This is an optimization exercise on Yosys and OpenROAD, whose aim is small area and a short achievable clock period, not a production implementation. Only simulation tests tie the RTL to the original design; equivalence was not proved. Power figures rest on the tool's default switching activity, not on a simulated workload.

## flow/constraint.sdc

```tcl
create_clock -name core_clock -period 80.0 [get_ports {clk}]
set_input_delay 16.0000 -clock core_clock [delete_from_list [all_inputs] [get_ports {clk}]]
set_output_delay 16.0000 -clock core_clock [all_outputs]
set_load 0.01 [all_outputs]
```

## flow/design.v

```verilog
`timescale 1ns/1ps
module chess_movegen_top (
    input  logic       clk,
    input  logic       rst_n,
    input  logic [7:0] addr,
    input  logic [7:0] data_in,
    output logic [7:0] data_out
);
    logic       rst_q;
    logic [3:0] op_q;
    logic [5:0] sq_q;
    logic [3:0] pl_q;
    always_ff @(posedge clk) begin
        rst_q <= !rst_n;
        op_q  <= addr[7:4];
        sq_q  <= {addr[1:0], data_in[7:4]};
        pl_q  <= data_in[3:0];
    end
    logic is_set, is_get, is_sen, is_eall, is_find, victim;
    assign is_set  = !rst_q && (op_q == 4'b1011);
    assign is_get  = !rst_q && (op_q == 4'b0101);
    assign is_sen  = !rst_q && (op_q == 4'b1101);
    assign is_eall = !rst_q && (op_q == 4'b1100);
    assign is_find = !rst_q && (op_q[3:1] == 3'b111);
    assign victim  = !op_q[0];
    logic [63:0] sel;
    assign sel = 64'd1 << sq_q;
    logic [255:0] board;
    logic [63:0]  en;
    always_ff @(posedge clk) begin
        for (int i = 0; i < 64; i++) begin
            if (rst_q)
                board[4*i +: 4] <= 4'hF;
            else if (is_set && sel[i])
                board[4*i +: 4] <= pl_q;
            if (rst_q || is_eall)
                en[i] <= 1'b1;
            else if (is_sen && sel[i])
                en[i] <= pl_q[0];
        end
    end
    logic [63:0] ours, emp, s_orth, s_diag, s_kn, s_ki, s_pw;
    logic [63:0] to_n, to_e, to_ne, to_nw;
    logic [2:0]  prio [64];
    logic [63:0] illegal;
    for (genvar i = 0; i < 64; i++) begin : g_sq
        localparam int R = i / 8;
        localparam int F = i % 8;
        logic [2:0] pc;
        logic x;
        assign pc      = board[4*i +: 3];
        assign ours[i] = !board[4*i+3];
        assign emp[i]  = (pc == 3'd7);
        assign x       = !victim && sel[i];
        assign s_orth[i] = x || (victim && ours[i] && (pc == 3'd3 || pc == 3'd4));
        assign s_diag[i] = x || (victim && ours[i] && (pc == 3'd2 || pc == 3'd4));
        assign s_kn[i]   = x || (victim && ours[i] && pc == 3'd1);
        assign s_ki[i]   = x || (victim && ours[i] && pc == 3'd5);
        assign s_pw[i]   = x || (victim && ours[i] && pc == 3'd0);
        logic fs, fw, fsw, fse, kn, ki, pcap, ppush;
        assign fs  = (R > 0)          ? to_n[i-8]  : 1'b0;
        assign fw  = (F > 0)          ? to_e[i-1]  : 1'b0;
        assign fsw = (R > 0 && F > 0) ? to_ne[i-9] : 1'b0;
        assign fse = (R > 0 && F < 7) ? to_nw[i-7] : 1'b0;
        assign to_n[i]  = s_orth[i] || (emp[i] && fs);
        assign to_e[i]  = s_orth[i] || (emp[i] && fw);
        assign to_ne[i] = s_diag[i] || (emp[i] && fsw);
        assign to_nw[i] = s_diag[i] || (emp[i] && fse);
        assign kn = ((R > 0 && F > 1) ? s_kn[i-10] : 1'b0) |
                    ((R > 0 && F < 6) ? s_kn[i-6]  : 1'b0) |
                    ((R > 1 && F > 0) ? s_kn[i-17] : 1'b0) |
                    ((R > 1 && F < 7) ? s_kn[i-15] : 1'b0);
        assign ki = ((R > 0 && F > 0) ? s_ki[i-9] : 1'b0) |
                    ((R > 0)          ? s_ki[i-8] : 1'b0) |
                    ((R > 0 && F < 7) ? s_ki[i-7] : 1'b0) |
                    ((F > 0)          ? s_ki[i-1] : 1'b0) |
                    ((F < 7)          ? s_ki[i+1] : 1'b0);
        assign pcap  = ((R > 0 && F > 0) ? s_pw[i-9] : 1'b0) |
                       ((R > 0 && F < 7) ? s_pw[i-7] : 1'b0);
        assign ppush = (R > 0) ? s_pw[i-8] : 1'b0;
        logic orth_hit, diag_hit, att;
        assign orth_hit = fs || fw;
        assign diag_hit = fsw || fse;
        assign att      = orth_hit || diag_hit || kn || ki || pcap;
        logic [2:0] pr;
        logic       il;
        assign prio[i]    = pr;
        assign illegal[i] = il;
        always_comb begin
            pr = 3'd0;
            il = 1'b0;
            if (en[i]) begin
                if (victim) begin
                    il = att && !ours[i] && pc == 3'd5;
                    if (pc == 3'd7)
                        pr = (att || ppush) ? 3'd1 : 3'd0;
                    else if (!ours[i] && att) begin
                        case (pc)
                            3'd4: pr = 3'd6;
                            3'd3: pr = 3'd5;
                            3'd2: pr = 3'd4;
                            3'd1: pr = 3'd3;
                            3'd0: pr = 3'd2;
                            default: pr = 3'd0;
                        endcase
                    end
                end else if (ours[i]) begin
                    case (pc)
                        3'd0: pr = (pcap || ppush) ? 3'd6 : 3'd0;
                        3'd1: pr = kn ? 3'd5 : 3'd0;
                        3'd2: pr = diag_hit ? 3'd4 : 3'd0;
                        3'd3: pr = orth_hit ? 3'd3 : 3'd0;
                        3'd4: pr = (orth_hit || diag_hit) ? 3'd2 : 3'd0;
                        3'd5: pr = ki ? 3'd1 : 3'd0;
                        default: pr = 3'd0;
                    endcase
                end
            end
        end
    end
    logic [63:0] p2, p1, p0, m2, m1, cand;
    logic b2, b1, b0;
    for (genvar i = 0; i < 64; i++) begin : g_unpack
        assign p2[i] = prio[i][2];
        assign p1[i] = prio[i][1];
        assign p0[i] = prio[i][0];
    end
    assign b2   = |p2;
    assign m2   = b2 ? p2 : 64'hFFFF_FFFF_FFFF_FFFF;
    assign b1   = |(m2 & p1);
    assign m1   = b1 ? (m2 & p1) : m2;
    assign b0   = |(m1 & p0);
    assign cand = b0 ? (m1 & p0) : m1;
    logic [5:0] best;
    always_comb begin
        best = 6'd0;
        for (int i = 63; i >= 0; i--)
            if (cand[i]) best = 6'(i);
    end
    logic none;
    assign none = !(b2 || b1 || b0);
    logic [3:0] rd;
    always_comb begin
        rd = 4'd0;
        for (int i = 0; i < 64; i++)
            rd = rd | (board[4*i +: 4] & {4{sel[i]}});
    end
    always_ff @(posedge clk) begin
        if (!rst_n)
            data_out <= 8'h00;
        else if (is_find)
            data_out <= {victim && (|illegal), none, best};
        else if (is_get)
            data_out <= {4'h0, rd};
    end
endmodule
```

## flow/config.mk

```make
export PLATFORM = sky130hd
export DESIGN_NAME = chess_movegen_top
export DESIGN_NICKNAME = chess_movegen_top
export VERILOG_FILES = /design/flow/design.v
export SDC_FILE = /design/flow/constraint.sdc
export NUM_CORES = 4
export LEC_CHECK = 0
export ABC_AREA = 1
export CAP_MARGIN = 20
export CORE_MARGIN = 2
export CORE_UTILIZATION = 40
export SLEW_MARGIN = 20
```

## flow/run.sh

```bash
#!/bin/bash
# synth_recipe.tcl (not shown) runs the flow's synth.tcl, then flattens the netlist and writes it again
# the make line also repeats each setting of config.mk as NAME=value (left out here)
make -C /OpenROAD-flow-scripts/flow DESIGN_CONFIG=/design/flow/config.mk WORK_HOME=/design/flow/orfs CLKGATE_MAP_FILE= SYNTH_SCRIPT=/design/flow/synth_recipe.tcl finish
```

==> results.txt <==
power groups by stage:
stage                logic, W  registers (W)  clock network, W
floorplan           0.0000575       0.000176                 0
global placement    0.0000962       0.000178                 0
detailed placement  0.0000959       0.000178                 0
CTS                 0.0000963       0.000175          0.000229
global route         0.000107       0.000175          0.000235
finish               0.000104       0.000175          0.000229
cell families (layout without fill, tap and decap cells):
| kind of cell | after synthesis | after routing | share of synthesized area, % |
|---|---|---|---|
| other | 0 | 3 | 0 |
| DFF | 343 | 343 | 19.4 |
| AOI/OAI and AO/OA | 1498 | 1498 | 26.3 |
| buffers and inverters | 1024 | 971 | 11.2 |
| and+or+nand+nor | 3704 | 3704 | 43.1 |
path summary, 6_finish.rpt:
kind / from / to / slack (ns) / cells after the start
min: data_out[5] / data_out[5] / 0.47 / 2
max: data_out[7] / data_out[7] / 62.46 / 1
min reg2reg: data_out[5] / data_out[5] / 0.47 / 2
max reg2reg: op_q[0] / data_out[0] / 63.59 / 109
cell usage after synthesis, types with 36 or more instances:
library cell | instances | share of area (%)
a221oi_1 | 36 | 0.89
nor2_1 | 862 | 9.2
a211oi_1 | 62 | 1.3
clkbuf_1 | 132 | 1.4
inv_1 | 801 | 8.5
o311ai_0 | 93 | 2.3
nand2_1 | 2052 | 22
nor3_1 | 157 | 2.2
o21ai_1 | 37 | 0.52
o211ai_1 | 281 | 6.0
a21oi_1 | 360 | 5.1
o21ai_0 | 467 | 6.6
nand3_1 | 409 | 5.8
dfxtp_1 | 343 | 19
nand4_1 | 154 | 2.7
through the flow:
stage          cells  setup slack (ns)  hold WS [ns]
2_1_floorplan   6569             63.65         0.461
3_3_place_gp    7585             63.13         0.454
3_5_place_dp    7585             63.12         0.456
4_1_cts         7670             62.45         0.473
5_1_grt         7671             62.43         0.507
6_report        7674             62.46         0.473
routing by layer:
metal  part of all wire [%]  wire length, microns  up-vias  GRT usage [%]
li1                       -                     -    22000              -
met1                     41                 78600    22100           57.9
met3                     15                 29200      529           12.0
met5                  0.050                    94        -              0
met4                    5.2                  9890       10           17.1
met2                     38                 71700     3545           54.8
sequential cells by signal (all words and copies together), names as in the netlist:
name,cells
board,256
data_out,8
en,64
op_q,4
pl_q,4
rst_q,1
sq_q,6
worst min-delay path, cell delays in order, from the launching register on:
cell and delay, ns:
dfxtp_1 0.31, nand2_1 0.06, a21oi_1 0.06
layout make-up:
type | count | area, sq um
fillers | 9739 | 49000
multi-input cells | 5202 | 24500
flip-flops and latches | 343 | 6890
inverters | 833 | 3150
well taps | 1155 | 1450
clock buffers | 60 | 1340
repair buffers | 53 | 480
clock inverters | 25 | 275
diodes | 3 | 7.51
==> results.txt <==
Critical Path RT=64.00 ns; initial DRC count=8,743; CP max-delay cell=clkdlybuf4s50_1; Post-CTS Setup Bufs=0; initial core utilization=40.5%; Clock Path Buffers=3; core area=87,200 sq um; clock latency at the later pin of the worst-skew pair=0.64 ns; drt via density=6.29; CP max stage delay=0.55 ns; global placement routability congestion=1.11; Remaining DRCs=0; crit-path cells=clkdlybuf4s50_1; CTS tree=built; dpl cell area=36,500 sq um; pin count of the biggest net entering global routing=153; Worst Clk Skew=0.0336 ns; Clk pwr share=45.1%; Core Rows=108; CP top delay family=buffers and inverters; CTS Hold Bufs=0; DRT Wirelength=189,000 microns; clk slew on worst S/H paths=0.06 ns; sequential share of power=34.4%; Tcrit/Tclk final=21.9%; worst hold path class=reg2reg; Cell variety after synth=52; Crit. End Element=output pin; H-tree lvl count=2; Yosys reg bits=343; syn_nets=6,587; Startpoint Class=register; Pwr per Cell Area=13.3 nW/um^2; crit-path max FO=2; DIE AREA=90,700 sq um; Main synth FF type=dfxtp_1; worst path arrival time=1.54 ns; initial antenna violation count=7; clk sinks=343; Logic pwr share=20.4%; Synth Instances=6,569; Crit Path Category=reg2out; Yosys warnings=2; antenna-violating nets left=0; RSZ-0062 raised after global routing=no; status=no timing/DRC/antenna violations; DP HPWL=145,000 microns; Setup TNS=0 ns; Max transition margin=22.4%; Final Util=43.7%; P_leak=19.8 nW; die span in y=301 microns; first drt pass iteration count=10; syn avg cell area=5.38 sq um; Final Max Slew Viols=0; Final Hold Fails=0; IO buf count=23; final setup fails=0; routed len/inst=24.7 microns; vias post-DR=48.2k; number of max-cap violations=0; I/O pins=26; global-route wire length before repair=276,000 microns; Die W=301 microns; Net Switching=0.000179 W; vias in the first global route=41.9k; gr usage total=40.3%; Post-layout nets=6,497; Max VDD drop=0.0000185 V; post-route cell area=38,100 sq um; Min Clock Period, post-route=17.54 ns; fmax=0.0570 GHz; commonest non-fill, non-tap cell in the layout=nand2_1; CTS buffer count=46; Int Power=0.000329 W; grt ovf=0; clock root buffer=clkbuf_16; Area Growth Syn to Fin=7.88%; Least-Margin Pin Slew=1.16 ns; post_cts resized=0; WP buf/inv=1; share of cells above drive strength 1=2.87%; synthesized cell area=35,300 sq um; most frequent cells in the layout=2,052 x nand2_1, 861 x nor2_1, 799 x inv_1, 466 x o21ai_0, 409 x nand3_1; Sw Share=35.2%; number of enable flip-flop cells after synthesis=0; total power=0.000507 W; Async SR Flop Fraction=0%; Seq/Total Area, Yosys=19.4%

-- re-timing with driven ports --
In the flow no input, the clock included, has a driving cell. The finished layout below was timed again as built, in two steps.
Step 1: set_driving_cell puts a clkbuf_16 on clk and a buf_2 on each other input, an assumption about the parent block.
Step 2 moves the port delays by t, midway between the first and last clock arrival at a register: inputs arrive t later, outputs are due t later. That takes back most of the time a late clock gives input paths.
Slacks: ideal ports / drivers / drivers and shift; pairs: ideal ports / drivers.
shift t [ns]: 0.702
setup slack, ns: 62.455 / 62.384 / 63.086
worst hold slack (ns): 0.473 / 0.473 / 0.473
clock arrival spread, ns: 0.040 / 0.040
After both steps setup and hold are still met in this run. For this run, drivers alone change the setup slack by -0.071 ns; drivers and shift together by +0.631 ns.
